Context: an optimization exercise on an open-source flow, tuned for small area, a short achievable clock period and few clock cycles per item. The choices shown serve that exercise and are no tape-out recipe.
The RTL was checked by simulation tests, not by an equivalence proof against the original design.

## flow/design.v (module list and top-level ports; edited modules follow where they fit)
// module csat_ram: 23 lines
// module csat_proj: 2153 lines
// module convex_polygon_sat_overlap_core: 384 lines
module convex_polygon_sat_overlap_core #(
  parameter int MAX_VERTICES = csat_pkg::MAX_VERTICES_DEF,
  parameter int COORD_BITS   = csat_pkg::COORD_BITS_DEF
) (
  input  logic                            clk_i,
  input  logic                            rst_ni,
  input  logic                            in_valid_i,
  output logic                            in_ready_o,
  input  logic [csat_pkg::CMD_W-1:0]      in_command_i,
  input  logic [csat_pkg::FIELD_W-1:0]    in_vertex_x_i,
  input  logic [csat_pkg::FIELD_W-1:0]    in_vertex_y_i,
  output logic                            out_valid_o,
  input  logic                            out_ready_i,
  output logic                            out_overlap_o,
  output logic [csat_pkg::STATUS_W-1:0]   out_status_o
);
  // ...
==> flow/run.sh <==
#!/bin/bash
# synth_recipe.tcl (not shown) runs the flow's synth.tcl, then flattens the netlist and writes it again
# the make line also repeats each setting of config.mk as NAME=value (left out here)
make -C /OpenROAD-flow-scripts/flow DESIGN_CONFIG=/design/flow/config.mk WORK_HOME=/design/flow/orfs CLKGATE_MAP_FILE= SYNTH_SCRIPT=/design/flow/synth_recipe.tcl finish
==> flow/config.mk <==
export PLATFORM = sky130hd
export DESIGN_NAME = convex_polygon_sat_overlap_core
export DESIGN_NICKNAME = convex_polygon_sat_overlap_core
export VERILOG_FILES = /design/flow/design.v
export SDC_FILE = /design/flow/constraint.sdc
export NUM_CORES = 4
export LEC_CHECK = 0
export ABC_CLOCK_PERIOD_IN_PS = 4500
export CAP_MARGIN = 20
export CORE_MARGIN = 2
export CORE_UTILIZATION = 40
export SETUP_SLACK_MARGIN = 5
export SLEW_MARGIN = 20
==> flow/constraint.sdc <==
create_clock -name core_clock -period 10.0 [get_ports {clk_i}]
set_input_delay 2.0000 -clock core_clock [delete_from_list [all_inputs] [get_ports {clk_i}]]
set_output_delay 2.0000 -clock core_clock [all_outputs]
set_load 0.01 [all_outputs]
==> results.yml, run 1 <==
run_status:
  status: "timing/DRC/antenna clean"
placement:
  hpwl_um: 313000
global_routing:
  grt_pass1_vias: 107000
  grt_use_total_pct: 31.3
  grt_first_pass_wirelength_um: 747000
  met3_usage_pct: 7.78
synth:
  yosysTopAreaCell: "edfxtp_1"
  synth_edf_count: 1292
  synth_common_cells: "1292 x edfxtp_1, 1209 x nand2_1, 1042 x mux2i_1"
cts:
  cts_hold_buf: 0
  clkTransAtPathRegs_ns: 0.06
final_layout:
  layout_common_cells: "1292 x edfxtp_1, 1172 x nand2_1, 1011 x mux2i_1"
  layout_commonest_cell: "edfxtp_1"
  fin_nets: 13800
drt:
  post_drt_wl_per_cell_um: 31.4
  wl_um: 531000
  highest_layer: "met5"
  wl_met3_um: 58800
setup_path:
  path_max_fanout: 5
  crit_cells: 34
  rr_startpoint: "c_k_q[1][0]$_DFFE_PP_"
  worst_setup_path_start_kind: "register"
  crit_end: "p1_oy_q[16]$_DFF_P_"
  crit_top_cell: "o21ai_2"
hold_path:
  hp-class: "reg2reg"
die:
  die_w_um: 570
  start_util_pct: 40.3
flow_run:
  drv_cap: 0
Testbench counts, summed over its fixed seeds: cycles 20,721, tests 320.
==> module convex_polygon_sat_overlap_core, before the edit <==
module convex_polygon_sat_overlap_core #(
  parameter int MAX_VERTICES = csat_pkg::MAX_VERTICES_DEF,
  parameter int COORD_BITS   = csat_pkg::COORD_BITS_DEF
) (
  input  logic                            clk_i,
  input  logic                            rst_ni,
  input  logic                            in_valid_i,
  output logic                            in_ready_o,
  input  logic [csat_pkg::CMD_W-1:0]      in_command_i,
  input  logic [csat_pkg::FIELD_W-1:0]    in_vertex_x_i,
  input  logic [csat_pkg::FIELD_W-1:0]    in_vertex_y_i,
  output logic                            out_valid_o,
  input  logic                            out_ready_i,
  output logic                            out_overlap_o,
  output logic [csat_pkg::STATUS_W-1:0]   out_status_o
);
  localparam logic signed [33:0] POS_MAX = {1'b0, {33{1'b1}}};
  localparam logic signed [33:0] NEG_MIN = {1'b1, {33{1'b0}}};
  logic        rdy_q;
  logic        rq_v_q;
  logic [1:0]  rq_cmd_q;
  logic [31:0] rq_xy_q;
  logic        acc;
  assign acc = in_valid_i && rdy_q;
  always_ff @(posedge clk_i) begin
    rq_cmd_q <= in_command_i;
    rq_xy_q  <= {in_vertex_y_i, in_vertex_x_i};
  end
  logic        run_q;                       
  logic [4:0]  cnt_a_q, cnt_b_q;
  logic        ovf_q;
  logic [4:0]  m_q;                         
  logic        out_valid_q, overlap_q;
  logic [1:0]  status_q;
  logic        rq_add_a, rq_add_b, rq_test;
  logic        we_a, we_b;
  logic        test_empty, test_start;
  logic        fin_sep, fin_ovl, fin;
  logic        res_v_q, res_ovl_q, res_ovl;
  logic [1:0]  res_st_q, res_st;
  assign rq_add_a  = rq_v_q && (rq_cmd_q == csat_pkg::CMD_ADD_A);
  assign rq_add_b  = rq_v_q && (rq_cmd_q == csat_pkg::CMD_ADD_B);
  assign rq_test   = rq_v_q && (rq_cmd_q == csat_pkg::CMD_TEST);
  assign we_a      = rq_add_a && !cnt_a_q[4];
  assign we_b      = rq_add_b && !cnt_b_q[4];
  assign test_empty = rq_test && ((cnt_a_q == '0) || (cnt_b_q == '0));
  assign test_start = rq_test && !test_empty;
  logic [3:0]  ra_a, ra_b, ra_g;
  logic [31:0] rd_a, rd_b, rd_ga, rd_gb;
  csat_ram #(.WIDTH(32), .DEPTH(16)) u_ram_a (
    .clk_i    (clk_i),
    .we_i     (we_a),
    .waddr_i  (cnt_a_q[3:0]),
    .wdata_i  (rq_xy_q),
    .raddr0_i (ra_a),
    .rdata0_o (rd_a),
    .raddr1_i (ra_g),
    .rdata1_o (rd_ga)
  );
  csat_ram #(.WIDTH(32), .DEPTH(16)) u_ram_b (
    .clk_i    (clk_i),
    .we_i     (we_b),
    .waddr_i  (cnt_b_q[3:0]),
    .wdata_i  (rq_xy_q),
    .raddr0_i (ra_b),
    .rdata0_o (rd_b),
    .raddr1_i (ra_g),
    .rdata1_o (rd_gb)
  );
  function automatic logic [3:0] inc_mod(input logic [3:0] x, input logic [4:0] n);
    if (({1'b0, x} + 5'd1) == n) inc_mod = 4'd0;
    else inc_mod = x + 4'd1;
  endfunction
  logic        g_done_a_q, g_done_b_q, g_turn_q;
  logic [3:0]  g_i_a_q, g_i_b_q;
  logic [31:0] g_prev_a_q, g_prev_b_q;
  logic        g1_v_q, g1_p_q;
  logic [3:0]  g1_i_q;
  logic [31:0] g1_v_xy_q;
  logic        ax_v_q, ax_own_q;
  logic [31:0] ax_base_q;
  logic signed [16:0] ax_nx_q, ax_ny_q;
  logic [3:0]  ax_anti_q;
  logic        ax_take;
  logic        g_sel, g_go, g2_go;
  logic [3:0]  g_i, g_j;
  logic [4:0]  g_n;
  logic [31:0] g2_prev;
  logic signed [16:0] g2_dx, g2_dy;
  logic [4:0]  g2_n, g2_half, g2_sum;
  assign g_sel = g_done_a_q ? 1'b1 : (g_done_b_q ? 1'b0 : g_turn_q);
  assign g_i   = g_sel ? g_i_b_q : g_i_a_q;
  assign g_n   = g_sel ? cnt_b_q : cnt_a_q;
  assign g_j   = inc_mod(g_i, g_n);
  assign ra_g  = g_j;
  assign g2_go = g1_v_q && (!ax_v_q || ax_take);
  assign g_go  = run_q && !(g_done_a_q && g_done_b_q) && (!g1_v_q || g2_go);
  assign g2_prev = g1_p_q ? g_prev_b_q : g_prev_a_q;
  assign g2_dx   = {g1_v_xy_q[15], g1_v_xy_q[15:0]}  - {g2_prev[15], g2_prev[15:0]};
  assign g2_dy   = {g1_v_xy_q[31], g1_v_xy_q[31:16]} - {g2_prev[31], g2_prev[31:16]};
  assign g2_n    = g1_p_q ? cnt_b_q : cnt_a_q;
  assign g2_half = (g2_n + 5'd1) >> 1;
  assign g2_sum  = {1'b0, g1_i_q} + g2_half;
  logic [1:0]  c_act_q, c_gen_q, c_own_q;
  logic [31:0] c_base_q [2];
  logic signed [16:0] c_nx_q [2], c_ny_q [2];
  logic [3:0]  c_io_q [2], c_it_q [2];
  logic [4:0]  c_k_q [2];
  logic signed [33:0] c_olo_q [2], c_ohi_q [2], c_tlo_q [2], c_thi_q [2];
  logic        c_old_q;                     
  logic [3:0]  wit_a_q, wit_b_q;            
  logic        p1_v_q, p1_c_q, p1_g_q, p1_last_q;
  logic [3:0]  p1_b_q;
  logic [16:0] p1_nx_q, p1_ny_q;
  logic [16:0] p1_ox_q, p1_oy_q, p1_tx_q, p1_ty_q;
  logic        p2_v_q, p2_c_q, p2_g_q, p2_last_q;
  logic [3:0]  p2_b_q;
  logic [33:0] p2_os_q, p2_oc_q, p2_ts_q, p2_tc_q;
  logic [1:0]  busy, more, rdy_c;
  logic        iss, iss_c, iss_new;
  logic        s_own;
  logic [31:0] s_base;
  logic [3:0]  s_io, s_it;
  logic [4:0]  s_k;
  logic [31:0] v_own, v_oth;
  for (genvar c = 0; c < 2; c++) begin : g_ctx_status
    assign busy[c]  = (p1_v_q && (p1_c_q == c)) || (p2_v_q && (p2_c_q == c));
    assign more[c]  = c_act_q[c] && (c_k_q[c] != m_q);
    assign rdy_c[c] = more[c] && !busy[c];
  end
  always_comb begin
    iss     = 1'b0;
    iss_c   = 1'b0;
    iss_new = 1'b0;
    if (run_q) begin
      if (rdy_c[c_old_q]) begin
        iss = 1'b1; iss_c = c_old_q;
      end else if (rdy_c[!c_old_q]) begin
        iss = 1'b1; iss_c = !c_old_q;
      end else if (ax_v_q && (!c_act_q[0] || !c_act_q[1])) begin
        iss = 1'b1; iss_new = 1'b1; iss_c = c_act_q[0];
      end else if (more[c_old_q]) begin
        iss = 1'b1; iss_c = c_old_q;
      end else if (more[!c_old_q]) begin
        iss = 1'b1; iss_c = !c_old_q;
      end
    end
  end
  assign ax_take = iss_new;
  assign s_own  = iss_new ? ax_own_q  : c_own_q[iss_c];
  assign s_base = iss_new ? ax_base_q : c_base_q[iss_c];
  assign s_io   = iss_new ? ax_anti_q : c_io_q[iss_c];
  assign s_it   = iss_new ? (ax_own_q ? wit_b_q : wit_a_q) : c_it_q[iss_c];
  assign s_k    = iss_new ? 5'd0 : c_k_q[iss_c];
  assign ra_a  = s_own ? s_it : s_io;
  assign ra_b  = s_own ? s_io : s_it;
  assign v_own = s_own ? rd_b : rd_a;
  assign v_oth = s_own ? rd_a : rd_b;
  logic [33:0] s1_os, s1_oc, s1_ts, s1_tc;
  csat_proj u_proj_own (
    .nx_i (p1_nx_q), .ny_i (p1_ny_q), .rx_i (p1_ox_q), .ry_i (p1_oy_q),
    .sum_o (s1_os), .carry_o (s1_oc)
  );
  csat_proj u_proj_oth (
    .nx_i (p1_nx_q), .ny_i (p1_ny_q), .rx_i (p1_tx_q), .ry_i (p1_ty_q),
    .sum_o (s1_ts), .carry_o (s1_tc)
  );
  logic        s3_ok, s3_c;
  logic signed [33:0] s3_olo, s3_ohi, s3_tlo, s3_thi, po, pt;
  logic        s3_abort;
  assign s3_c   = p2_c_q;
  assign s3_ok  = p2_v_q && c_act_q[s3_c] && (c_gen_q[s3_c] == p2_g_q);
  assign po     = p2_os_q + p2_oc_q;
  assign pt     = p2_ts_q + p2_tc_q;
  assign s3_olo = c_olo_q[s3_c];
  assign s3_ohi = c_ohi_q[s3_c];
  assign s3_tlo = c_tlo_q[s3_c];
  assign s3_thi = c_thi_q[s3_c];
  assign s3_abort = ((s3_olo < s3_thi) || (s3_olo < pt) || (po < s3_thi) || (po < pt)) &&
                    ((s3_tlo < s3_ohi) || (s3_tlo < po) || (pt < s3_ohi) || (pt < po));
  assign fin_sep = run_q && s3_ok && !s3_abort && p2_last_q;
  assign fin_ovl = run_q && g_done_a_q && g_done_b_q && !g1_v_q && !ax_v_q &&
                   (c_act_q == 2'b00);
  assign fin     = fin_sep || fin_ovl;
  assign res_ovl = fin_ovl && !test_empty;
  assign res_st  = test_empty ? csat_pkg::ST_EMPTY : (ovf_q ? csat_pkg::ST_DROP : csat_pkg::ST_OK);
  always_ff @(posedge clk_i or negedge rst_ni) begin
    if (!rst_ni) begin
      rdy_q       <= 1'b0;
      rq_v_q      <= 1'b0;
      run_q       <= 1'b0;
      cnt_a_q     <= '0;
      cnt_b_q     <= '0;
      ovf_q       <= 1'b0;
      m_q         <= '0;
      out_valid_q <= 1'b0;
      overlap_q   <= 1'b0;
      status_q    <= 2'd0;
      res_v_q     <= 1'b0;
      res_ovl_q   <= 1'b0;
      res_st_q    <= 2'd0;
    end else begin
      rq_v_q <= acc;
      if (out_ready_i) out_valid_q <= 1'b0;
      if (we_a) cnt_a_q <= cnt_a_q + 5'd1;
      if (we_b) cnt_b_q <= cnt_b_q + 5'd1;
      if ((rq_add_a && cnt_a_q[4]) || (rq_add_b && cnt_b_q[4])) ovf_q <= 1'b1;
      if (test_start) begin
        run_q <= 1'b1;
        m_q   <= (cnt_a_q > cnt_b_q) ? cnt_a_q : cnt_b_q;
      end
      if (test_empty || fin) begin
        run_q   <= 1'b0;
        cnt_a_q <= '0;
        cnt_b_q <= '0;
        ovf_q   <= 1'b0;
        if (!out_valid_q || out_ready_i) begin
          out_valid_q <= 1'b1;
          overlap_q   <= res_ovl;
          status_q    <= res_st;
          rdy_q       <= 1'b1;
        end else begin
          res_v_q   <= 1'b1;
          res_ovl_q <= res_ovl;
          res_st_q  <= res_st;
        end
      end else if (res_v_q && (!out_valid_q || out_ready_i)) begin
        out_valid_q <= 1'b1;
        overlap_q   <= res_ovl_q;
        status_q    <= res_st_q;
        res_v_q     <= 1'b0;
        rdy_q       <= 1'b1;
      end else if (acc && (in_command_i == csat_pkg::CMD_TEST)) begin
        rdy_q <= 1'b0;
      end else if (!rq_test && !run_q && !res_v_q) begin
        rdy_q <= 1'b1;
      end
    end
  end
  always_ff @(posedge clk_i or negedge rst_ni) begin
    if (!rst_ni) begin
      g_done_a_q <= 1'b1;
      g_done_b_q <= 1'b1;
      g_turn_q   <= 1'b0;
      g_i_a_q    <= '0;
      g_i_b_q    <= '0;
      g1_v_q     <= 1'b0;
      ax_v_q     <= 1'b0;
    end else begin
      if (test_start) begin
        g_done_a_q <= (cnt_a_q == 5'd1);
        g_done_b_q <= (cnt_b_q == 5'd1);
        g_turn_q   <= 1'b0;
        g_i_a_q    <= '0;
        g_i_b_q    <= '0;
        g1_v_q     <= 1'b0;
        ax_v_q     <= 1'b0;
      end else if (fin) begin
        g_done_a_q <= 1'b1;
        g_done_b_q <= 1'b1;
        g1_v_q     <= 1'b0;
        ax_v_q     <= 1'b0;
      end else begin
        if (ax_take) ax_v_q <= 1'b0;
        if (g2_go) begin
          if ((g2_dx != '0) || (g2_dy != '0)) ax_v_q <= 1'b1;
        end
        if (g_go) begin
          g1_v_q <= 1'b1;
          g_turn_q <= !g_sel;
          if (g_sel) begin
            g_i_b_q <= g_i_b_q + 4'd1;
            if ({1'b0, g_i_b_q} + 5'd1 == cnt_b_q) g_done_b_q <= 1'b1;
          end else begin
            g_i_a_q <= g_i_a_q + 4'd1;
            if ({1'b0, g_i_a_q} + 5'd1 == cnt_a_q) g_done_a_q <= 1'b1;
          end
        end else if (g2_go) begin
          g1_v_q <= 1'b0;
        end
      end
    end
  end
  always_ff @(posedge clk_i) begin
    if (we_a && (cnt_a_q == '0)) g_prev_a_q <= rq_xy_q;
    if (we_b && (cnt_b_q == '0)) g_prev_b_q <= rq_xy_q;
    if (g2_go) begin
      if (g1_p_q) g_prev_b_q <= g1_v_xy_q;
      else        g_prev_a_q <= g1_v_xy_q;
      ax_own_q  <= g1_p_q;
      ax_base_q <= g2_prev;
      ax_nx_q   <= -g2_dy;
      ax_ny_q   <= g2_dx;
      ax_anti_q <= (g2_sum >= g2_n) ? 4'(g2_sum - g2_n) : g2_sum[3:0];
    end
    if (g_go) begin
      g1_p_q    <= g_sel;
      g1_i_q    <= g_i;
      g1_v_xy_q <= g_sel ? rd_gb : rd_ga;
    end
  end
  always_ff @(posedge clk_i or negedge rst_ni) begin
    if (!rst_ni) begin
      c_act_q <= '0;
      c_gen_q <= '0;
      c_old_q <= 1'b0;
      p1_v_q  <= 1'b0;
      p2_v_q  <= 1'b0;
      wit_a_q <= '0;
      wit_b_q <= '0;
    end else begin
      p1_v_q <= iss && !fin;
      p2_v_q <= p1_v_q && !fin;
      if (test_start) begin
        wit_a_q <= '0;
        wit_b_q <= '0;
      end
      if (fin) begin
        c_act_q <= '0;
      end else begin
        if (s3_ok && s3_abort) begin
          c_act_q[s3_c] <= 1'b0;
          if (c_own_q[s3_c]) wit_b_q <= p2_b_q;
          else               wit_a_q <= p2_b_q;
          c_old_q <= !s3_c;
        end
        if (iss_new) begin
          c_act_q[iss_c] <= 1'b1;
          c_gen_q[iss_c] <= !c_gen_q[iss_c];
          if (!c_act_q[!iss_c]) c_old_q <= iss_c;
        end
      end
    end
  end
  logic [4:0] s_n_own, s_n_oth;
  assign s_n_own = s_own ? cnt_b_q : cnt_a_q;
  assign s_n_oth = s_own ? cnt_a_q : cnt_b_q;
  always_ff @(posedge clk_i) begin
    for (int c = 0; c < 2; c++) begin
      if (iss && (iss_c == c)) begin
        c_io_q[c] <= inc_mod(s_io, s_n_own);
        c_it_q[c] <= inc_mod(s_it, s_n_oth);
        c_k_q[c]  <= s_k + 5'd1;
      end
      if (iss_new && (iss_c == c)) begin
        c_own_q[c]  <= ax_own_q;
        c_base_q[c] <= ax_base_q;
        c_nx_q[c]   <= ax_nx_q;
        c_ny_q[c]   <= ax_ny_q;
        c_olo_q[c]  <= '0;
        c_ohi_q[c]  <= '0;
        c_tlo_q[c]  <= POS_MAX;
        c_thi_q[c]  <= NEG_MIN;
      end else if (s3_ok && (s3_c == c)) begin
        if (po < s3_olo) c_olo_q[c] <= po;
        if (po > s3_ohi) c_ohi_q[c] <= po;
        if (pt < s3_tlo) c_tlo_q[c] <= pt;
        if (pt > s3_thi) c_thi_q[c] <= pt;
      end
    end
    p1_c_q    <= iss_c;
    p1_g_q    <= iss_new ? !c_gen_q[iss_c] : c_gen_q[iss_c];
    p1_last_q <= (s_k + 5'd1 == m_q);
    p1_b_q    <= s_it;
    p1_nx_q   <= iss_new ? ax_nx_q : c_nx_q[iss_c];
    p1_ny_q   <= iss_new ? ax_ny_q : c_ny_q[iss_c];
    p1_ox_q   <= {v_own[15], v_own[15:0]}  - {s_base[15], s_base[15:0]};
    p1_oy_q   <= {v_own[31], v_own[31:16]} - {s_base[31], s_base[31:16]};
    p1_tx_q   <= {v_oth[15], v_oth[15:0]}  - {s_base[15], s_base[15:0]};
    p1_ty_q   <= {v_oth[31], v_oth[31:16]} - {s_base[31], s_base[31:16]};
    p2_c_q    <= p1_c_q;
    p2_g_q    <= p1_g_q;
    p2_last_q <= p1_last_q;
    p2_b_q    <= p1_b_q;
    p2_os_q   <= s1_os;
    p2_oc_q   <= s1_oc;
    p2_ts_q   <= s1_ts;
    p2_tc_q   <= s1_tc;
  end
  assign in_ready_o    = rdy_q;
  assign out_valid_o   = out_valid_q;
  assign out_overlap_o = overlap_q;
  assign out_status_o  = status_q;
endmodule
==> run 2, diff against run 1 <==
--- a/flow/design.v
+++ b/flow/design.v
@@ -2218,4 +2218,12 @@
   localparam logic signed [33:0] POS_MAX = {1'b0, {33{1'b1}}};
   localparam logic signed [33:0] NEG_MIN = {1'b1, {33{1'b0}}};
+  function automatic logic [3:0] inc_mod(input logic [3:0] x, input logic [4:0] n);
+    if (({1'b0, x} + 5'd1) == n) inc_mod = 4'd0;
+    else inc_mod = x + 4'd1;
+  endfunction
+  function automatic logic [3:0] dec_mod(input logic [3:0] x, input logic [4:0] n);
+    if (x == 4'd0) dec_mod = 4'(n - 5'd1);
+    else dec_mod = x - 4'd1;
+  endfunction
   logic        rdy_q;
   logic        rq_v_q;
@@ -2230,21 +2238,27 @@
   logic        run_q;                       
   logic [4:0]  cnt_a_q, cnt_b_q;
-  logic        ovf_q;
   logic [4:0]  m_q;                         
+  logic        ovf_q;
   logic        out_valid_q, overlap_q;
   logic [1:0]  status_q;
+  logic        res_v_q, res_ovl_q;
+  logic [1:0]  res_st_q;
   logic        rq_add_a, rq_add_b, rq_test;
   logic        we_a, we_b;
-  logic        test_empty, test_start;
-  logic        fin_sep, fin_ovl, fin;
-  logic        res_v_q, res_ovl_q, res_ovl;
-  logic [1:0]  res_st_q, res_st;
-  assign rq_add_a  = rq_v_q && (rq_cmd_q == csat_pkg::CMD_ADD_A);
-  assign rq_add_b  = rq_v_q && (rq_cmd_q == csat_pkg::CMD_ADD_B);
-  assign rq_test   = rq_v_q && (rq_cmd_q == csat_pkg::CMD_TEST);
-  assign we_a      = rq_add_a && !cnt_a_q[4];
-  assign we_b      = rq_add_b && !cnt_b_q[4];
+  logic        test_empty, test_start, go;
+  logic        fin_sep, fin_ovl, fin, fin_q, clr;
+  logic        res_ovl;
+  logic [1:0]  res_st;
+  logic [4:0]  cnt_a_d, cnt_b_d;
+  assign rq_add_a   = rq_v_q && (rq_cmd_q == csat_pkg::CMD_ADD_A);
+  assign rq_add_b   = rq_v_q && (rq_cmd_q == csat_pkg::CMD_ADD_B);
+  assign rq_test    = rq_v_q && (rq_cmd_q == csat_pkg::CMD_TEST);
+  assign we_a       = rq_add_a && !cnt_a_q[4];
+  assign we_b       = rq_add_b && !cnt_b_q[4];
   assign test_empty = rq_test && ((cnt_a_q == '0) || (cnt_b_q == '0));
   assign test_start = rq_test && !test_empty;
+  assign go         = run_q || rq_test;       
+  assign cnt_a_d    = we_a ? cnt_a_q + 5'd1 : cnt_a_q;
+  assign cnt_b_d    = we_b ? cnt_b_q + 5'd1 : cnt_b_q;
   logic [3:0]  ra_a, ra_b, ra_g;
   logic [31:0] rd_a, rd_b, rd_ga, rd_gb;
@@ -2269,10 +2283,6 @@
     .rdata1_o (rd_gb)
   );
-  function automatic logic [3:0] inc_mod(input logic [3:0] x, input logic [4:0] n);
-    if (({1'b0, x} + 5'd1) == n) inc_mod = 4'd0;
-    else inc_mod = x + 4'd1;
-  endfunction
-  logic        g_done_a_q, g_done_b_q, g_turn_q;
-  logic [3:0]  g_i_a_q, g_i_b_q;
+  logic        g_turn_q;
+  logic [4:0]  g_i_a_q, g_i_b_q;
   logic [31:0] g_prev_a_q, g_prev_b_q;
   logic        g1_v_q, g1_p_q;
@@ -2281,30 +2291,78 @@
   logic        ax_v_q, ax_own_q;
   logic [31:0] ax_base_q;
-  logic signed [16:0] ax_nx_q, ax_ny_q;
+  logic [16:0] ax_nx_q, ax_ny_q;
   logic [3:0]  ax_anti_q;
   logic        ax_take;
-  logic        g_sel, g_go, g2_go;
-  logic [3:0]  g_i, g_j;
-  logic [4:0]  g_n;
+  logic        g_final, g_av_a, g_av_b, g_sel, g_go, g2_go, g_clr;
+  logic [4:0]  g_i, g_n;
   logic [31:0] g2_prev;
-  logic signed [16:0] g2_dx, g2_dy;
+  logic [16:0] g2_dx, g2_ndy;
+  logic        g2_nz;
   logic [4:0]  g2_n, g2_half, g2_sum;
-  assign g_sel = g_done_a_q ? 1'b1 : (g_done_b_q ? 1'b0 : g_turn_q);
-  assign g_i   = g_sel ? g_i_b_q : g_i_a_q;
-  assign g_n   = g_sel ? cnt_b_q : cnt_a_q;
-  assign g_j   = inc_mod(g_i, g_n);
-  assign ra_g  = g_j;
-  assign g2_go = g1_v_q && (!ax_v_q || ax_take);
-  assign g_go  = run_q && !(g_done_a_q && g_done_b_q) && (!g1_v_q || g2_go);
+  assign g_final = run_q || rq_test;
+  assign g_av_a  = g_final ? (g_i_a_q != cnt_a_q) : (g_i_a_q + 5'd1 < cnt_a_q);
+  assign g_av_b  = g_final ? (g_i_b_q != cnt_b_q) : (g_i_b_q + 5'd1 < cnt_b_q);
+  assign g_sel   = g_turn_q ? g_av_b : !g_av_a;
+  assign g_i     = g_sel ? g_i_b_q : g_i_a_q;
+  assign g_n     = g_sel ? cnt_b_q : cnt_a_q;
+  assign ra_g    = inc_mod(g_i[3:0], g_n);
+  assign g_clr   = clr;
+  assign g2_go   = g1_v_q && (!ax_v_q || ax_take);
+  assign g_go    = (g_av_a || g_av_b) && (!g1_v_q || g2_go);
   assign g2_prev = g1_p_q ? g_prev_b_q : g_prev_a_q;
-  assign g2_dx   = {g1_v_xy_q[15], g1_v_xy_q[15:0]}  - {g2_prev[15], g2_prev[15:0]};
-  assign g2_dy   = {g1_v_xy_q[31], g1_v_xy_q[31:16]} - {g2_prev[31], g2_prev[31:16]};
+  assign g2_dx   = {g1_v_xy_q[15], g1_v_xy_q[15:0]} - {g2_prev[15], g2_prev[15:0]};
+  assign g2_ndy  = {g2_prev[31], g2_prev[31:16]} - {g1_v_xy_q[31], g1_v_xy_q[31:16]};
+  assign g2_nz   = (g1_v_xy_q != g2_prev);       
   assign g2_n    = g1_p_q ? cnt_b_q : cnt_a_q;
   assign g2_half = (g2_n + 5'd1) >> 1;
   assign g2_sum  = {1'b0, g1_i_q} + g2_half;
-  logic [1:0]  c_act_q, c_gen_q, c_own_q;
+  always_ff @(posedge clk_i or negedge rst_ni) begin
+    if (!rst_ni) begin
+      g_turn_q <= 1'b0;
+      g_i_a_q  <= '0;
+      g_i_b_q  <= '0;
+      g1_v_q   <= 1'b0;
+      ax_v_q   <= 1'b0;
+    end else if (g_clr) begin
+      g_turn_q <= 1'b0;
+      g_i_a_q  <= '0;
+      g_i_b_q  <= '0;
+      g1_v_q   <= 1'b0;
+      ax_v_q   <= 1'b0;
+    end else begin
+      if (ax_take) ax_v_q <= 1'b0;
+      if (g2_go && g2_nz) ax_v_q <= 1'b1;
+      if (g_go) begin
+        g1_v_q   <= 1'b1;
+        g_turn_q <= !g_sel;
+        if (g_sel) g_i_b_q <= g_i_b_q + 5'd1;
+        else       g_i_a_q <= g_i_a_q + 5'd1;
+      end else if (g2_go) begin
+        g1_v_q <= 1'b0;
+      end
+    end
+  end
+  always_ff @(posedge clk_i) begin
+    if (we_a && (cnt_a_q == '0)) g_prev_a_q <= rq_xy_q;
+    if (we_b && (cnt_b_q == '0)) g_prev_b_q <= rq_xy_q;
+    if (g2_go) begin
+      if (g1_p_q) g_prev_b_q <= g1_v_xy_q;
+      else        g_prev_a_q <= g1_v_xy_q;
+      ax_own_q  <= g1_p_q;
+      ax_base_q <= g2_prev;
+      ax_nx_q   <= g2_ndy;
+      ax_ny_q   <= g2_dx;
+      ax_anti_q <= (g2_sum >= g2_n) ? 4'(g2_sum - g2_n) : g2_sum[3:0];
+    end
+    if (g_go) begin
+      g1_p_q    <= g_sel;
+      g1_i_q    <= g_i[3:0];
+      g1_v_xy_q <= g_sel ? rd_gb : rd_ga;
+    end
+  end
+  logic [1:0]  c_act_q, c_gen_q, c_own_q, c_more_q, c_ph_q;
   logic [31:0] c_base_q [2];
-  logic signed [16:0] c_nx_q [2], c_ny_q [2];
-  logic [3:0]  c_io_q [2], c_it_q [2];
+  logic [16:0] c_nx_q [2], c_ny_q [2];
+  logic [3:0]  c_curo_q [2], c_alto_q [2], c_curt_q [2], c_altt_q [2];
   logic [4:0]  c_k_q [2];
   logic signed [33:0] c_olo_q [2], c_ohi_q [2], c_tlo_q [2], c_thi_q [2];
@@ -2320,12 +2378,12 @@
   logic [1:0]  busy, more, rdy_c;
   logic        iss, iss_c, iss_new;
-  logic        s_own;
+  logic        s_own, s_ph;
   logic [31:0] s_base;
-  logic [3:0]  s_io, s_it;
-  logic [4:0]  s_k;
+  logic [3:0]  s_io, s_it, s_ao, s_at;
+  logic [4:0]  s_k, s_n_own, s_n_oth;
   logic [31:0] v_own, v_oth;
   for (genvar c = 0; c < 2; c++) begin : g_ctx_status
     assign busy[c]  = (p1_v_q && (p1_c_q == c)) || (p2_v_q && (p2_c_q == c));
-    assign more[c]  = c_act_q[c] && (c_k_q[c] != m_q);
+    assign more[c]  = c_act_q[c] && c_more_q[c];
     assign rdy_c[c] = more[c] && !busy[c];
   end
@@ -2334,5 +2392,5 @@
     iss_c   = 1'b0;
     iss_new = 1'b0;
-    if (run_q) begin
+    if (go) begin
       if (rdy_c[c_old_q]) begin
         iss = 1'b1; iss_c = c_old_q;
@@ -2349,9 +2407,14 @@
   end
   assign ax_take = iss_new;
-  assign s_own  = iss_new ? ax_own_q  : c_own_q[iss_c];
-  assign s_base = iss_new ? ax_base_q : c_base_q[iss_c];
-  assign s_io   = iss_new ? ax_anti_q : c_io_q[iss_c];
-  assign s_it   = iss_new ? (ax_own_q ? wit_b_q : wit_a_q) : c_it_q[iss_c];
-  assign s_k    = iss_new ? 5'd0 : c_k_q[iss_c];
+  assign s_own   = iss_new ? ax_own_q  : c_own_q[iss_c];
+  assign s_base  = iss_new ? ax_base_q : c_base_q[iss_c];
+  assign s_io    = iss_new ? ax_anti_q : c_curo_q[iss_c];
+  assign s_it    = iss_new ? (ax_own_q ? wit_b_q : wit_a_q) : c_curt_q[iss_c];
+  assign s_k     = iss_new ? 5'd0 : c_k_q[iss_c];
+  assign s_n_own = s_own ? cnt_b_q : cnt_a_q;
+  assign s_n_oth = s_own ? cnt_a_q : cnt_b_q;
+  assign s_ph    = c_ph_q[iss_c];
+  assign s_ao    = s_ph ? dec_mod(s_io, s_n_own) : inc_mod(s_io, s_n_own);
+  assign s_at    = s_ph ? dec_mod(s_it, s_n_oth) : inc_mod(s_it, s_n_oth);
   assign ra_a  = s_own ? s_it : s_io;
   assign ra_b  = s_own ? s_io : s_it;
@@ -2367,21 +2430,21 @@
     .sum_o (s1_ts), .carry_o (s1_tc)
   );
-  logic        s3_ok, s3_c;
-  logic signed [33:0] s3_olo, s3_ohi, s3_tlo, s3_thi, po, pt;
-  logic        s3_abort;
-  assign s3_c   = p2_c_q;
-  assign s3_ok  = p2_v_q && c_act_q[s3_c] && (c_gen_q[s3_c] == p2_g_q);
+  logic        s2_ok, s2_c;
+  logic signed [33:0] s2_olo, s2_ohi, s2_tlo, s2_thi, po, pt;
+  logic        s2_abort;
+  assign s2_c   = p2_c_q;
+  assign s2_ok  = p2_v_q && c_act_q[s2_c] && (c_gen_q[s2_c] == p2_g_q);
   assign po     = p2_os_q + p2_oc_q;
   assign pt     = p2_ts_q + p2_tc_q;
-  assign s3_olo = c_olo_q[s3_c];
-  assign s3_ohi = c_ohi_q[s3_c];
-  assign s3_tlo = c_tlo_q[s3_c];
-  assign s3_thi = c_thi_q[s3_c];
-  assign s3_abort = ((s3_olo < s3_thi) || (s3_olo < pt) || (po < s3_thi) || (po < pt)) &&
-                    ((s3_tlo < s3_ohi) || (s3_tlo < po) || (pt < s3_ohi) || (pt < po));
-  assign fin_sep = run_q && s3_ok && !s3_abort && p2_last_q;
-  assign fin_ovl = run_q && g_done_a_q && g_done_b_q && !g1_v_q && !ax_v_q &&
-                   (c_act_q == 2'b00);
-  assign fin     = fin_sep || fin_ovl;
+  assign s2_olo = c_olo_q[s2_c];
+  assign s2_ohi = c_ohi_q[s2_c];
+  assign s2_tlo = c_tlo_q[s2_c];
+  assign s2_thi = c_thi_q[s2_c];
+  assign s2_abort = ((s2_olo < s2_thi) || (s2_olo < pt) || (po < s2_thi) || (po < pt)) &&
+                    ((s2_tlo < s2_ohi) || (s2_tlo < po) || (pt < s2_ohi) || (pt < po));
+  assign fin_sep = run_q && s2_ok && !s2_abort && p2_last_q;
+  assign fin_ovl = run_q && !g_av_a && !g_av_b && !g1_v_q && !ax_v_q && (c_act_q == 2'b00);
+  assign fin     = (fin_sep || fin_ovl) && !fin_q;
+  assign clr     = fin_q || test_empty;
   assign res_ovl = fin_ovl && !test_empty;
   assign res_st  = test_empty ? csat_pkg::ST_EMPTY : (ovf_q ? csat_pkg::ST_DROP : csat_pkg::ST_OK);
@@ -2393,6 +2456,6 @@
       cnt_a_q     <= '0;
       cnt_b_q     <= '0;
-      ovf_q       <= 1'b0;
       m_q         <= '0;
+      ovf_q       <= 1'b0;
       out_valid_q <= 1'b0;
       overlap_q   <= 1'b0;
@@ -2401,19 +2464,22 @@
       res_ovl_q   <= 1'b0;
       res_st_q    <= 2'd0;
+      fin_q       <= 1'b0;
     end else begin
       rq_v_q <= acc;
       if (out_ready_i) out_valid_q <= 1'b0;
-      if (we_a) cnt_a_q <= cnt_a_q + 5'd1;
-      if (we_b) cnt_b_q <= cnt_b_q + 5'd1;
+      cnt_a_q <= cnt_a_d;
+      cnt_b_q <= cnt_b_d;
+      m_q     <= (cnt_a_d > cnt_b_d) ? cnt_a_d : cnt_b_d;
       if ((rq_add_a && cnt_a_q[4]) || (rq_add_b && cnt_b_q[4])) ovf_q <= 1'b1;
-      if (test_start) begin
-        run_q <= 1'b1;
-        m_q   <= (cnt_a_q > cnt_b_q) ? cnt_a_q : cnt_b_q;
-      end
-      if (test_empty || fin) begin
+      if (test_start) run_q <= 1'b1;
+      fin_q <= fin;
+      if (clr) begin
         run_q   <= 1'b0;
         cnt_a_q <= '0;
         cnt_b_q <= '0;
+        m_q     <= '0;
         ovf_q   <= 1'b0;
+      end
+      if (fin || test_empty) begin
         if (!out_valid_q || out_ready_i) begin
           out_valid_q <= 1'b1;
@@ -2441,66 +2507,4 @@
   always_ff @(posedge clk_i or negedge rst_ni) begin
     if (!rst_ni) begin
-      g_done_a_q <= 1'b1;
-      g_done_b_q <= 1'b1;
-      g_turn_q   <= 1'b0;
-      g_i_a_q    <= '0;
-      g_i_b_q    <= '0;
-      g1_v_q     <= 1'b0;
-      ax_v_q     <= 1'b0;
-    end else begin
-      if (test_start) begin
-        g_done_a_q <= (cnt_a_q == 5'd1);
-        g_done_b_q <= (cnt_b_q == 5'd1);
-        g_turn_q   <= 1'b0;
-        g_i_a_q    <= '0;
-        g_i_b_q    <= '0;
-        g1_v_q     <= 1'b0;
-        ax_v_q     <= 1'b0;
-      end else if (fin) begin
-        g_done_a_q <= 1'b1;
-        g_done_b_q <= 1'b1;
-        g1_v_q     <= 1'b0;
-        ax_v_q     <= 1'b0;
-      end else begin
-        if (ax_take) ax_v_q <= 1'b0;
-        if (g2_go) begin
-          if ((g2_dx != '0) || (g2_dy != '0)) ax_v_q <= 1'b1;
-        end
-        if (g_go) begin
-          g1_v_q <= 1'b1;
-          g_turn_q <= !g_sel;
-          if (g_sel) begin
-            g_i_b_q <= g_i_b_q + 4'd1;
-            if ({1'b0, g_i_b_q} + 5'd1 == cnt_b_q) g_done_b_q <= 1'b1;
-          end else begin
-            g_i_a_q <= g_i_a_q + 4'd1;
-            if ({1'b0, g_i_a_q} + 5'd1 == cnt_a_q) g_done_a_q <= 1'b1;
-          end
-        end else if (g2_go) begin
-          g1_v_q <= 1'b0;
-        end
-      end
-    end
-  end
-  always_ff @(posedge clk_i) begin
-    if (we_a && (cnt_a_q == '0)) g_prev_a_q <= rq_xy_q;
-    if (we_b && (cnt_b_q == '0)) g_prev_b_q <= rq_xy_q;
-    if (g2_go) begin
-      if (g1_p_q) g_prev_b_q <= g1_v_xy_q;
-      else        g_prev_a_q <= g1_v_xy_q;
-      ax_own_q  <= g1_p_q;
-      ax_base_q <= g2_prev;
-      ax_nx_q   <= -g2_dy;
-      ax_ny_q   <= g2_dx;
-      ax_anti_q <= (g2_sum >= g2_n) ? 4'(g2_sum - g2_n) : g2_sum[3:0];
-    end
-    if (g_go) begin
-      g1_p_q    <= g_sel;
-      g1_i_q    <= g_i;
-      g1_v_xy_q <= g_sel ? rd_gb : rd_ga;
-    end
-  end
-  always_ff @(posedge clk_i or negedge rst_ni) begin
-    if (!rst_ni) begin
       c_act_q <= '0;
       c_gen_q <= '0;
@@ -2511,18 +2515,16 @@
       wit_b_q <= '0;
     end else begin
-      p1_v_q <= iss && !fin;
-      p2_v_q <= p1_v_q && !fin;
-      if (test_start) begin
+      p1_v_q <= iss && !clr;
+      p2_v_q <= p1_v_q && !clr;
+      if (clr) begin
+        c_act_q <= '0;
         wit_a_q <= '0;
         wit_b_q <= '0;
-      end
-      if (fin) begin
-        c_act_q <= '0;
       end else begin
-        if (s3_ok && s3_abort) begin
-          c_act_q[s3_c] <= 1'b0;
-          if (c_own_q[s3_c]) wit_b_q <= p2_b_q;
+        if (s2_ok && s2_abort) begin
+          c_act_q[s2_c] <= 1'b0;
+          if (c_own_q[s2_c]) wit_b_q <= p2_b_q;
           else               wit_a_q <= p2_b_q;
-          c_old_q <= !s3_c;
+          c_old_q <= !s2_c;
         end
         if (iss_new) begin
@@ -2534,13 +2536,14 @@
     end
   end
-  logic [4:0] s_n_own, s_n_oth;
-  assign s_n_own = s_own ? cnt_b_q : cnt_a_q;
-  assign s_n_oth = s_own ? cnt_a_q : cnt_b_q;
   always_ff @(posedge clk_i) begin
     for (int c = 0; c < 2; c++) begin
       if (iss && (iss_c == c)) begin
-        c_io_q[c] <= inc_mod(s_io, s_n_own);
-        c_it_q[c] <= inc_mod(s_it, s_n_oth);
-        c_k_q[c]  <= s_k + 5'd1;
+        c_curo_q[c] <= iss_new ? dec_mod(s_io, s_n_own) : c_alto_q[c];
+        c_curt_q[c] <= iss_new ? dec_mod(s_it, s_n_oth) : c_altt_q[c];
+        c_alto_q[c] <= iss_new ? inc_mod(s_io, s_n_own) : s_ao;
+        c_altt_q[c] <= iss_new ? inc_mod(s_it, s_n_oth) : s_at;
+        c_ph_q[c]   <= iss_new ? 1'b1 : !s_ph;
+        c_k_q[c]    <= s_k + 5'd1;
+        c_more_q[c] <= (s_k + 5'd1 != m_q);
       end
       if (iss_new && (iss_c == c)) begin
@@ -2553,9 +2556,9 @@
         c_tlo_q[c]  <= POS_MAX;
         c_thi_q[c]  <= NEG_MIN;
-      end else if (s3_ok && (s3_c == c)) begin
-        if (po < s3_olo) c_olo_q[c] <= po;
-        if (po > s3_ohi) c_ohi_q[c] <= po;
-        if (pt < s3_tlo) c_tlo_q[c] <= pt;
-        if (pt > s3_thi) c_thi_q[c] <= pt;
+      end else if (s2_ok && (s2_c == c)) begin
+        if (po < s2_olo) c_olo_q[c] <= po;
+        if (po > s2_ohi) c_ohi_q[c] <= po;
+        if (pt < s2_tlo) c_tlo_q[c] <= pt;
+        if (pt > s2_thi) c_thi_q[c] <= pt;
       end
     end
--- a/flow/config.mk
+++ b/flow/config.mk
@@ -6,5 +6,4 @@
 export NUM_CORES = 4
 export LEC_CHECK = 0
-export ABC_CLOCK_PERIOD_IN_PS = 4500
 export CAP_MARGIN = 20
 export CORE_MARGIN = 2
==> run 2 against run 1 <==
Register-to-register slack better by 0.16 ns. Count of clock-buffer cells in the layout is 5 higher. Area after synthesis is 0.96% lower. Sequential cell count is 21 higher. Still clean on timing, DRC and antenna. Critical path depth is 8 lower. Largest cell class unchanged. Worst hold slack worse by 0.0027 ns. Global-route usage is 0.61 points lower. Final cell count is 2.2% higher. Die area is 0.95% lower.
==> results.yml, run 2 <==
synth:
  syn_inst: 12600
  yosys.cell_count.top_type: "nand2_1"
  synth_edf_count: 1312
  syn-num-nets: 13800
  avgSynthCellArea_um2: 10.1
  synth_area_leaders: "edfxtp_1 31%, dfxtp_1 9.8%, fa_1 8.9%"
  yosysTopAreaCell: "edfxtp_1"
  ys_warn_count: 14
  ys_ff_latch: 1990
  synth-seq-area-share_pct: 41.9
  syn_area_um2: 127000
  synthArstFlopShare_pct: 2.81
  synthFlopType: "edfxtp_1"
  synthDistinctLibCells: 105
  synth_top_area_share_pct: 31.0
  synth_common_cells: "1689 x nand2_1, 1312 x edfxtp_1, 798 x nor2_1"
sta:
  finalSetupTns_ns: 0
  fin_crit_sh_pct: 63.3
  fin_crit_ns: 6.33
  setup_viol: 0
  hold_violations: 0
  max_freq_mhz: 158
  worst_pin_slew_ns: 1.21
  maxSlewHeadroom_pct: 17.0
  rsz0062_at_grt: "true"
  final_max_slew_viol_count: 0
  clock-skew-final_ns: 0.146
die:
  fp.dieH_um: 567
  die_area_um2: 322000
  fp-row-count: 206
  start_util_pct: 40.2
  die_w_um: 567
  core_area_um2: 315000
  io_pins: 43
setup_path:
  crit_start: "p2_oc_q[0]$_DFF_P_"
  worst_setup_path_start_kind: "register"
  cp.arrival_ns: 7.12
  timing.rr.end: "overlap_q$_DFFE_PN0P_"
  end_kind: "register"
  rr_startpoint: "p2_oc_q[0]$_DFF_P_"
  path_class: "reg2reg"
  path_max_fanout: 5
  reg2reg_depth: 26
  rrSetupSlack_ns: 3.67
  worstPathRequired_ns: 10.79
drt:
  avgViaCountPerCell: 6.20
  post_drt_wl_per_cell_um: 30.2
  antenna_left: 0
  drtPass1Iterations: 9
  wl_um: 522000
  drc: 0
  drt_iter0_drc: 15300
  vias: 107000
flow_run:
  drv_cap: 0
final_layout:
  layout_commonest_cell: "nand2_1"
  drive_gt1_share_pct: 17.8
  register_area_um2: 53300
  post-route-util_pct: 49.2
  area_growth_syn_to_layout_pct: 22.4
  multiInputGateArea_um2: 73600
  fin_nets: 14200
  num-fill-cells: 28000
  reg.largest.list: "u_ram_a.mem_q (512), u_ram_b.mem_q (512)"
  layout_common_cells: "1589 x nand2_1, 1312 x edfxtp_1, 730 x nor2_1"
run_status:
  status: "timing/DRC/antenna clean"
cts:
  clkTransAtPathRegs_ns: 0.06
  clockBufferDepth: 4
  clock-root-buffer: "clkbuf_16"
  clock_latency_ns: 0.96
  cts_hold_buf: 0
  htree_num_levels: 4
  cts_made_buffers: 219
  cts_tree: "built"
  cts_sinks: 1990
global_routing:
  grt_max_degree: 121
  grt_pass1_vias: 102000
  grt_use_total_pct: 30.7
  grt_antenna_before_repair: 39
  grt_first_pass_wirelength_um: 724000
  overflow: 0
placement:
  port_buffers: 42
  hpwl_um: 288000
  gp_congestion: 0.903
hold_path:
  hold_start: "p1_b_q[3]$_DFF_P_"
  hold_path_depth: 0
  holdPathEnd: "p2_b_q[3]$_DFF_P_"
  hp-class: "reg2reg"
## run 2: per-stage QoR
step	area (um2)	setup WS, ns	std cells	hold WS (ns)
floorplan	128000	4.52	12600	0.310
global placement	133000	2.52	16200	0.310
detailed placement	133000	2.41	16200	0.312
CTS	150000	3.72	17100	0.326
global route	155000	3.43	17300	0.332
finish	155000	3.67	17300	0.324
## run 2: area by class of cell
type	count	share of cell area, %
Antenna cell	20	0.0322
Clock buffer	310	4.04
Clock inverter	92	0.573
Inverter	721	1.78
Multi-Input combinational cell	8975	47.4
Sequential cell	1990	34.3
Tap cell	4160	3.35
Timing Repair Buffer	1024	8.49
Timing Repair inverter	2	0.0113
## run 2: worst max-delay path, cell delays in order (launching register included)
cell,delay [ns]
dfxtp_2,0.33
ha_4,0.16
fa_2,0.34
a21o_1,0.18
and4_1,0.20
o21a_4,0.25
o211ai_1,0.17
buf_4,0.16
a31oi_4,0.11
o211ai_1,0.29
a21boi_2,0.11
o31a_1,0.29
o31a_1,0.27
or4_4,0.42
o2111a_2,0.29
ha_4,0.32
nand4_1,0.09
or2_4,0.26
a311o_1,0.38
a211oi_4,0.26
buf_6,0.17
o221ai_4,0.11
a31oi_4,0.31
o2111ai_4,0.18
o31a_1,0.21
a31o_2,0.28
a2bb2oi_1,0.12
## run 2: layer usage
layer	part of all wire, %	vias up	global-route usage, %
met5	0.045	-	0
met4	8.8	36	20.9
met3	13	2208	8.56
met2	43	7538	46.8
met1	36	52000	37.7
li1	-	45500	-
## run 2: timing repair
action                                 CTS  global route
buffers inserted                       381           154
pin swaps                              261           280
gates resized for setup                866           588
setup endpoints to repair              463           425
cloned                                 104            34
endpoints found under the hold margin    0             0
## run 2: how the worst max path moves through the flow
stage | to | cells past startpoint
final | overlap_q$_DFFE_PN0P_ | 26
after global routing | wit_b_q[3]$_DFFE_PN0P_ | 26
after CTS | wit_b_q[2]$_DFFE_PN0P_ | 26
after detailed placement | p1_ox_q[15]$_DFF_P_ | 26
after global placement | p1_ox_q[15]$_DFF_P_ | 26
after floorplan | wit_b_q[0]$_DFFE_PN0P_ | 24
## run 2: kinds of logic (layout without fill, tap and decap cells)
family	count (synthesis)	count (layout)	share of synthesized area, %
compound gates	2342	2345	12.6
xor+xnor	775	775	5.36
fa+ha+maj	1206	1206	15.2
buf+inv	1605	2149	4.85
flops	1990	1990	41.9
mux	821	831	6.57
other cells	0	20	0
simple gates	3817	3818	13.4
Testbench counts of run 2, summed over its fixed seeds: cycles 19,267, tests 320.
==> run 3, diff against run 2 <==
--- a/flow/design.v
+++ b/flow/design.v
@@ -2367,4 +2367,5 @@
   logic [4:0]  c_k_q [2];
   logic signed [33:0] c_olo_q [2], c_ohi_q [2], c_tlo_q [2], c_thi_q [2];
+  logic [1:0]  c_lt1_q, c_lt2_q;           
   logic        c_old_q;                     
   logic [3:0]  wit_a_q, wit_b_q;            
@@ -2432,5 +2433,5 @@
   logic        s2_ok, s2_c;
   logic signed [33:0] s2_olo, s2_ohi, s2_tlo, s2_thi, po, pt;
-  logic        s2_abort;
+  logic        s2_abort, s2_lt1, s2_lt2;
   assign s2_c   = p2_c_q;
   assign s2_ok  = p2_v_q && c_act_q[s2_c] && (c_gen_q[s2_c] == p2_g_q);
@@ -2441,8 +2442,11 @@
   assign s2_tlo = c_tlo_q[s2_c];
   assign s2_thi = c_thi_q[s2_c];
-  assign s2_abort = ((s2_olo < s2_thi) || (s2_olo < pt) || (po < s2_thi) || (po < pt)) &&
-                    ((s2_tlo < s2_ohi) || (s2_tlo < po) || (pt < s2_ohi) || (pt < po));
+  assign s2_lt1   = c_lt1_q[s2_c] || (s2_olo < pt) || (po < s2_thi) || (po < pt);
+  assign s2_lt2   = c_lt2_q[s2_c] || (s2_tlo < po) || (pt < s2_ohi) || (pt < po);
+  assign s2_abort = s2_lt1 && s2_lt2;
   assign fin_sep = run_q && s2_ok && !s2_abort && p2_last_q;
-  assign fin_ovl = run_q && !g_av_a && !g_av_b && !g1_v_q && !ax_v_q && (c_act_q == 2'b00);
+  assign fin_ovl = run_q && !g_av_a && !g_av_b && !g1_v_q && !ax_v_q &&
+                   ((c_act_q == 2'b00) ||
+                    (s2_ok && s2_abort && (c_act_q == (s2_c ? 2'b10 : 2'b01))));
   assign fin     = (fin_sep || fin_ovl) && !fin_q;
   assign clr     = fin_q || test_empty;
@@ -2556,5 +2560,9 @@
         c_tlo_q[c]  <= POS_MAX;
         c_thi_q[c]  <= NEG_MIN;
+        c_lt1_q[c]  <= 1'b0;
+        c_lt2_q[c]  <= 1'b0;
       end else if (s2_ok && (s2_c == c)) begin
+        c_lt1_q[c]  <= s2_lt1;
+        c_lt2_q[c]  <= s2_lt2;
         if (po < s2_olo) c_olo_q[c] <= po;
         if (po > s2_ohi) c_ohi_q[c] <= po;
--- a/flow/config.mk
+++ b/flow/config.mk
@@ -9,4 +9,4 @@
 export CORE_MARGIN = 2
 export CORE_UTILIZATION = 40
-export SETUP_SLACK_MARGIN = 5
+export SETUP_SLACK_MARGIN = 4
 export SLEW_MARGIN = 20
==> run 3 against run 2 <==
Sequential share of layout area up 2.5 points. Routed wire length down 14%. Final area down 6.7%. First-iteration DRC count down 26%. Non-clock buffer count down 325. Maximum frequency up 0.79%. Synthesized cell count down 8.9%. Register-to-register slack better by 0.05 ns. Clock skew down 0.0067 ns. Largest cell class unchanged. Highest routed layer unchanged.
==> results.yml, run 3 <==
synth:
  synth_top_area_share_pct: 31.3
  synth-seq-area-share_pct: 42.4
  yosysTopAreaCell: "edfxtp_1"
  syn-num-nets: 12600
  synth_edf_count: 1312
  synth_common_cells: "1608 x mux2i_1, 1312 x edfxtp_1, 885 x nand2_1"
  synthArstFlopShare_pct: 2.81
  yosys.cell_count.top_type: "mux2i_1"
  synth_area_leaders: "edfxtp_1 31%, mux2i_1 13%, dfxtp_1 10%"
  syn_inst: 11400
  synthFlopType: "edfxtp_1"
  ys_warn_count: 14
  synthDistinctLibCells: 98
  avgSynthCellArea_um2: 11.0
  syn_area_um2: 126000
  ys_ff_latch: 1994
setup_path:
  crit_slowest_cell: "dfrtp_2"
  worst_setup_path_start_kind: "register"
  rr_startpoint: "c_act_q[1]$_DFF_PN0_"
  timing.rr.end: "p1_ty_q[14]$_DFF_P_"
  end_kind: "register"
  crit_top_cell: "a21oi_2"
  worstPathRequired_ns: 10.76
  path_class: "reg2reg"
  slowest_delay_ns: 0.38
  rrSetupSlack_ns: 3.72
  reg2reg_depth: 34
  path_max_fanout: 8
  cp.arrival_ns: 7.04
die:
  io_pins: 43
  fp.dieH_um: 565
  start_util_pct: 40.2
  fp-row-count: 205
  die_area_um2: 319000
  die_w_um: 565
  core_area_um2: 312000
drt:
  post_drt_wl_per_cell_um: 28.4
  antenna_left: 0
  drc: 0
  wl_um: 451000
  drt_iter0_drc: 11300
  avgViaCountPerCell: 6.08
  drtPass1Iterations: 8
  vias: 96600
final_layout:
  area_growth_syn_to_layout_pct: 15.3
  num-fill-cells: 28100
  fin_cells: 15900
  fin_nets: 12700
  layout_common_cells: "1576 x mux2i_1, 1312 x edfxtp_1, 863 x nand2_1"
  final_cell_area_um2: 145000
  drive_gt1_share_pct: 13.6
  layout_commonest_cell: "mux2i_1"
  reg.largest.list: "u_ram_a.mem_q (512), u_ram_b.mem_q (512)"
sta:
  maxSlewHeadroom_pct: 17.3
  setup_viol: 0
  fin_crit_ns: 6.28
  worst_pin_slew_ns: 1.24
  rsz0062_at_grt: "true"
  final_max_slew_viol_count: 0
  max_freq_mhz: 159
  finalSetupTns_ns: 0
  hold_violations: 0
  clock-skew-final_ns: 0.140
  fin_crit_sh_pct: 62.8
placement:
  port_buffers: 42
  gp_congestion: 0.928
  dpl_cell_area_um2: 132000
  hpwl_um: 281000
  placedCellCount: 15200
cts:
  cts_tree: "built"
  cts_sinks: 1994
  cts_hold_buf: 0
  clockBufferDepth: 4
  clock-root-buffer: "clkbuf_16"
  clock_latency_ns: 0.94
  clkTransAtPathRegs_ns: 0.06
  cts_made_buffers: 219
  htree_num_levels: 4
global_routing:
  overflow: 0
  grt_pass1_vias: 97000
  grt_first_pass_wirelength_um: 649000
  grt_antenna_before_repair: 18
  grt_use_total_pct: 27.4
  grt_max_degree: 112
hold_path:
  hold_path_depth: 0
  hold_start: "p1_b_q[2]$_DFF_P_"
  holdPathEnd: "p2_b_q[2]$_DFF_P_"
  hp-class: "reg2reg"
flow_run:
  drv_cap: 0
run_status:
  status: "timing/DRC/antenna clean"
run 3: cell types whose count changed in the layout (fill, tap and decap cells not counted), sizes merged, moves of 74 or more:
cell and change:
mux2i +879, nand2 -804, nand3 -408, buf -279, nor2 -210, nand4 -141, o21ai -102, a2bb2oi -83
a31oi +74
run 3: how the worst max path moves through the flow:
| stage | slack, ns | start | end | cells after the start |
|---|---|---|---|---|
| after floorplan | 3.97 | p2_c_q$_DFF_P_ | p1_tx_q[15]$_DFF_P_ | 32 |
| after global placement | 1.82 | c_act_q[1]$_DFF_PN0_ | p1_oy_q[15]$_DFF_P_ | 30 |
| after detailed placement | 1.67 | c_act_q[1]$_DFF_PN0_ | p1_ty_q[15]$_DFF_P_ | 30 |
| after CTS | 3.87 | c_act_q[1]$_DFF_PN0_ | p1_ty_q[15]$_DFF_P_ | 33 |
| after global routing | 3.43 | c_act_q[1]$_DFF_PN0_ | p1_ty_q[14]$_DFF_P_ | 34 |
| final | 3.72 | c_act_q[1]$_DFF_PN0_ | p1_ty_q[14]$_DFF_P_ | 34 |
run 3: logic make-up (layout without fill, tap and decap cells):
group,Yosys count,count (layout),share of synthesized area (%)
XOR/XNOR,800,800,5.59
other,0,14,0
adder cells (fa/ha/maj),1142,1142,14.7
AO/OA/AOI/OAI,2138,2138,11.3
multiplexers,1694,1694,13.6
buffers and inverters,1497,1794,4.63
flip-flops,1994,1994,42.4
AND/OR/NAND/NOR,2176,2177,7.71
run 3: layer usage:
metal	track usage [%]	share of wire, %
met5	0	0.014
met1	34.5	38
met2	43.5	45
met4	15.1	6.5
met3	6.17	11
run 3: layout make-up:
cell class                 count  area, um2  area share [%]
timing repair inverter         1       8.76         0.00604
clock inverter               115       1320           0.907
multi-input combinational   7951      69300            47.8
inverter                     693       2670            1.84
timing repair buffer         699       6920            4.78
sequential                  1994      53400            36.8
clock buffer                 286       6170            4.25
antenna                       14       35.0          0.0242
tap                         4140       5180            3.57
run 3: through the flow:
step	utilization, %	worst slack (ns)	hold slack (ns)
2_1_floorplan	-	3.97	0.310
3_3_place_gp	42.1	1.82	0.310
3_5_place_dp	42.1	1.67	0.312
4_1_cts	45.6	3.87	0.327
5_1_grt	46.4	3.43	0.334
6_report	46.4	3.72	0.321
run 3: critical path, delay by kind of cell, from the launching register on:
family,cells,cell delay [ns]
muxes,7,1.51
and+or+nand+nor,5,0.64
buffers and inverters,6,0.82
adders and majority gates,1,0.38
AOI/OAI and AO/OA,15,2.42
DFF,1,0.38
run 3: what timing repair did:
item | CTS | global route
pin swaps | 117 | 127
resized for setup | 342 | 280
buffers inserted | 201 | 96
endpoints found under the setup margin | 385 | 322
cloned | 18 | 8
hold endpoints to repair | 0 | 0
Testbench counts of run 3, summed over its fixed seeds: cycles 19,100, tests 320.

==> static timing again, ports no longer ideal <==
Ports are ideal in the flow. The routed layouts listed here were re-timed in OpenROAD. Step 1 (the two cells are an assumption about what drives the block):
set clk [get_ports {clk_i}]
set_driving_cell -lib_cell sky130_fd_sc_hd__clkbuf_16 $clk
set_driving_cell -lib_cell sky130_fd_sc_hd__buf_2 [delete_from_list [all_inputs] $clk]
Step 2 adds t to the input delays and takes it off the output delays; t is the mean of the earliest and latest rising clock arrival at the registers after step 1. Input paths then give back, and output paths get back, about the clock's delay inside the block. Slacks: no drivers / after step 1 / after step 2; pairs: no drivers / after step 1.
run	t, ns	setup WS [ns]	hold slack, ns	worst slew at a driven data input, ns	cell pins on the clock port's net
run 1	1.053	3.510 / 3.510 / 3.510	0.327 / 0.327 / 0.327	0.06	1
run 2	1.001	3.673 / 3.673 / 3.673	0.324 / 0.324 / 0.324	0.16	1
run 3	0.983	3.722 / 3.722 / 3.722	0.321 / 0.321 / 0.321	0.10	1
After both steps every run listed still meets setup and hold.
